Context: an optimization exercise on an open-source flow, tuned for small area, a short achievable clock period and few clock cycles per item. The choices shown serve that exercise and are no tape-out recipe. Power figures rest on the tool's default switching activity, not on a simulated workload.

==> inputs of run a <==
// ooo_core
module ooo_core (
    input  wire logic        clk,
    input  wire logic        i_arst_n,
    input  wire logic        i_disp_valid,
    input  wire logic [2:0]  i_disp_op,
    input  wire logic [4:0]  i_disp_rdst,
    input  wire logic [31:0] i_disp_a,
    input  wire logic [31:0] i_disp_b,
    output logic             o_disp_ready,
    output logic             o_ret_valid,
    output logic [4:0]       o_ret_rdst,
    output logic [2:0]       o_ret_tag,
    output logic [31:0]      o_ret_data,
    input  wire logic        i_ret_ready
);
==> module ooo_core, before the edit <==
module ooo_core (
    input  wire logic        clk,
    input  wire logic        i_arst_n,
    input  wire logic        i_disp_valid,
    input  wire logic [2:0]  i_disp_op,
    input  wire logic [4:0]  i_disp_rdst,
    input  wire logic [31:0] i_disp_a,
    input  wire logic [31:0] i_disp_b,
    output logic             o_disp_ready,
    output logic             o_ret_valid,
    output logic [4:0]       o_ret_rdst,
    output logic [2:0]       o_ret_tag,
    output logic [31:0]      o_ret_data,
    input  wire logic        i_ret_ready
);
    function automatic logic [31:0] rev32(logic [31:0] v);
        for (int i = 0; i < 32; i++) rev32[i] = v[31-i];
    endfunction
    logic        en;
    logic        take;
    logic        is_mul, is_shift;
    logic [31:0] sum0, dif0;
    logic [31:0] a0;
    logic [15:0] one0, two0, neg0;
    logic [32:0] bx;
    assign is_mul   = (i_disp_op == 3'd7);
    assign is_shift = (i_disp_op == 3'd5) | (i_disp_op == 3'd6);
    assign sum0     = i_disp_a + i_disp_b;
    assign dif0     = i_disp_a - i_disp_b;
    always_comb begin
        case (i_disp_op)
            3'd0:       a0 = sum0;
            3'd1:       a0 = dif0;
            3'd2:       a0 = i_disp_a & i_disp_b;
            3'd3:       a0 = i_disp_a | i_disp_b;
            3'd4:       a0 = i_disp_a ^ i_disp_b;
            3'd6:       a0 = rev32(i_disp_a);
            default:    a0 = i_disp_a;
        endcase
    end
    assign bx = {i_disp_b, 1'b0};
    always_comb begin
        for (int j = 0; j < 16; j++) begin
            if (is_mul) begin
                one0[j] = bx[2*j+1] ^ bx[2*j];
                two0[j] = (bx[2*j+2] & ~bx[2*j+1] & ~bx[2*j]) | (~bx[2*j+2] & bx[2*j+1] & bx[2*j]);
                neg0[j] = bx[2*j+2];
            end else if (is_shift) begin
                one0[j] = (i_disp_b[4:1] == 4'(j)) & ~i_disp_b[0];
                two0[j] = (i_disp_b[4:1] == 4'(j)) & i_disp_b[0];
                neg0[j] = 1'b0;
            end else begin
                one0[j] = (j == 0);
                two0[j] = 1'b0;
                neg0[j] = 1'b0;
            end
        end
    end
    logic        v1;
    logic [31:0] a1;
    logic [15:0] one1, two1, neg1;
    logic [4:0]  rdst1;
    logic        rev1;
    always_ff @(posedge clk or negedge i_arst_n) begin
        if (!i_arst_n) v1 <= 1'b0;
        else if (en)   v1 <= i_disp_valid;
    end
    always_ff @(posedge clk) begin
        if (en) begin
            a1    <= a0;
            one1  <= one0;
            two1  <= two0;
            neg1  <= neg0;
            rdst1 <= i_disp_rdst;
            rev1  <= (i_disp_op == 3'd6);
        end
    end
    logic [rob_pkg::CS_BITS-1:0] cs1;
    mul_unit u_mul (
        .a      (a1),
        .i_one  (one1),
        .i_two  (two1),
        .i_neg  (neg1),
        .o_cs   (cs1)
    );
    logic        v2;
    logic [rob_pkg::CS_BITS-1:0] cs2;
    logic [4:0]  rdst2;
    logic        rev2;
    always_ff @(posedge clk or negedge i_arst_n) begin
        if (!i_arst_n) v2 <= 1'b0;
        else if (en)   v2 <= v1;
    end
    always_ff @(posedge clk) begin
        if (en) begin
            cs2   <= cs1;
            rdst2 <= rdst1;
            rev2  <= rev1;
        end
    end
    logic [31:0] sum2, res2;
    mul_final u_final (
        .i_cs  (cs2),
        .o_sum  (sum2)
    );
    assign res2 = rev2 ? rev32(sum2) : sum2;
    logic        out_v;
    logic [36:0] out_q;
    logic [2:0]  tag_q;
    assign take = out_v & i_ret_ready;
    assign en   = ~out_v | i_ret_ready;
    always_ff @(posedge clk or negedge i_arst_n) begin
        if (!i_arst_n) begin
            out_v <= 1'b0;
            tag_q <= 3'd0;
        end else begin
            if (take) tag_q <= tag_q + 3'd1;
            if (en)   out_v <= v2;
        end
    end
    always_ff @(posedge clk) begin
        if (en) out_q <= {rdst2, res2};
    end
    assign o_disp_ready = en;
    assign o_ret_valid  = out_v;
    assign o_ret_rdst   = out_q[36:32];
    assign o_ret_data   = out_q[31:0];
    assign o_ret_tag    = tag_q;
endmodule
clock: 6.5 ns
lec_check: 0
cap_margin: 20
core_margin: 2
core_utilization: 40
setup_slack_margin: 3.2
slew_margin: 20
run.sh (not shown) runs the stock make flow with config.mk's settings and CLKGATE_MAP_FILE= SYNTH_SCRIPT=/design/flow/synth_recipe.tcl, a recipe that flattens the netlist after the stock synthesis.
==> inputs of run b, as changes to run a <==
--- a/flow/design.v
+++ b/flow/design.v
@@ -1220,6 +1220,6 @@
     logic        en;
     logic        take;
-    logic        is_mul, is_shift;
-    logic [31:0] sum0, dif0;
+    logic        is_mul, is_shift, is_sub;
+    logic [32:0] addsub;
     logic [31:0] a0;
     logic [15:0] one0, two0, neg0;
@@ -1227,10 +1227,9 @@
     assign is_mul   = (i_disp_op == 3'd7);
     assign is_shift = (i_disp_op == 3'd5) | (i_disp_op == 3'd6);
-    assign sum0     = i_disp_a + i_disp_b;
-    assign dif0     = i_disp_a - i_disp_b;
+    assign is_sub   = (i_disp_op == 3'd1);
+    assign addsub   = {i_disp_a, 1'b1} + {i_disp_b ^ {32{is_sub}}, is_sub};
     always_comb begin
         case (i_disp_op)
-            3'd0:       a0 = sum0;
-            3'd1:       a0 = dif0;
+            3'd0, 3'd1: a0 = addsub[32:1];
             3'd2:       a0 = i_disp_a & i_disp_b;
             3'd3:       a0 = i_disp_a | i_disp_b;
- SETUP_SLACK_MARGIN: 3.2 -> 3.0
==> notes <==
- In run a the global-route usage is higher than in run b, by 1.1 points.
- Die area: run a is larger than run b (2.1%).
- In run a the clock power is lower than in run b, by about 3%.
- Between run a and run b, the lower register-to-register slack is in run b (gap 0.05 ns).
==> figures <==
End point of the critical path: run b a1[22]; run a a1[24]
Post-detail-place hpwl: run b 56100 um; run a 59900 um
Y dimension of the die: run b 250 um; run a 253 um
Share of the core filled with cells in the final layout: run b 50.6%; run a 52.8%
Flop pwr share: run b 17.9%; run a 17.0%
Final instance area: run b 30500 um^2; run a 32500 um^2
Run status: run b finished clean; run a finished clean
Number of combinational gates with multiple inputs: run b 1743; run a 1791
Power per standard cell area: run b 651 nW/um^2; run a 647 nW/um^2
Buffers, non-clock: run b 392; run a 462
No run of this note included a check of the RTL's function; only the layout flow was run.

[static timing again, ports no longer ideal]
No port has a modelled driver above. Below, the same layouts with a new extraction and two added sets of constraints. Step 1 sets driving cells, clkbuf_16 on the clock port and buf_2 on the other inputs (assumed; they add their load-dependent delay and slew). Step 2 also shifts input and output timing later by t, the mid clock arrival at the registers, as if the neighbouring blocks saw the same clock. a / b / c = no drivers / after step 1 / after step 2; a / b = the first two.
run	shift t [ns]	setup slack, ns	worst setup path after step 2	worst data-port slew with drivers (ns)	cell pins on the clock port's net
run a	0.637	2.182 / 2.164 / 1.527	input to register	0.18	1
run b	0.650	2.609 / 2.616 / 1.966	input to register	0.07	1
After both steps setup and hold are still met in every run listed. The setup slack of run a, which loses most, moves by -0.018 ns with the drivers and by -0.655 ns with both steps.
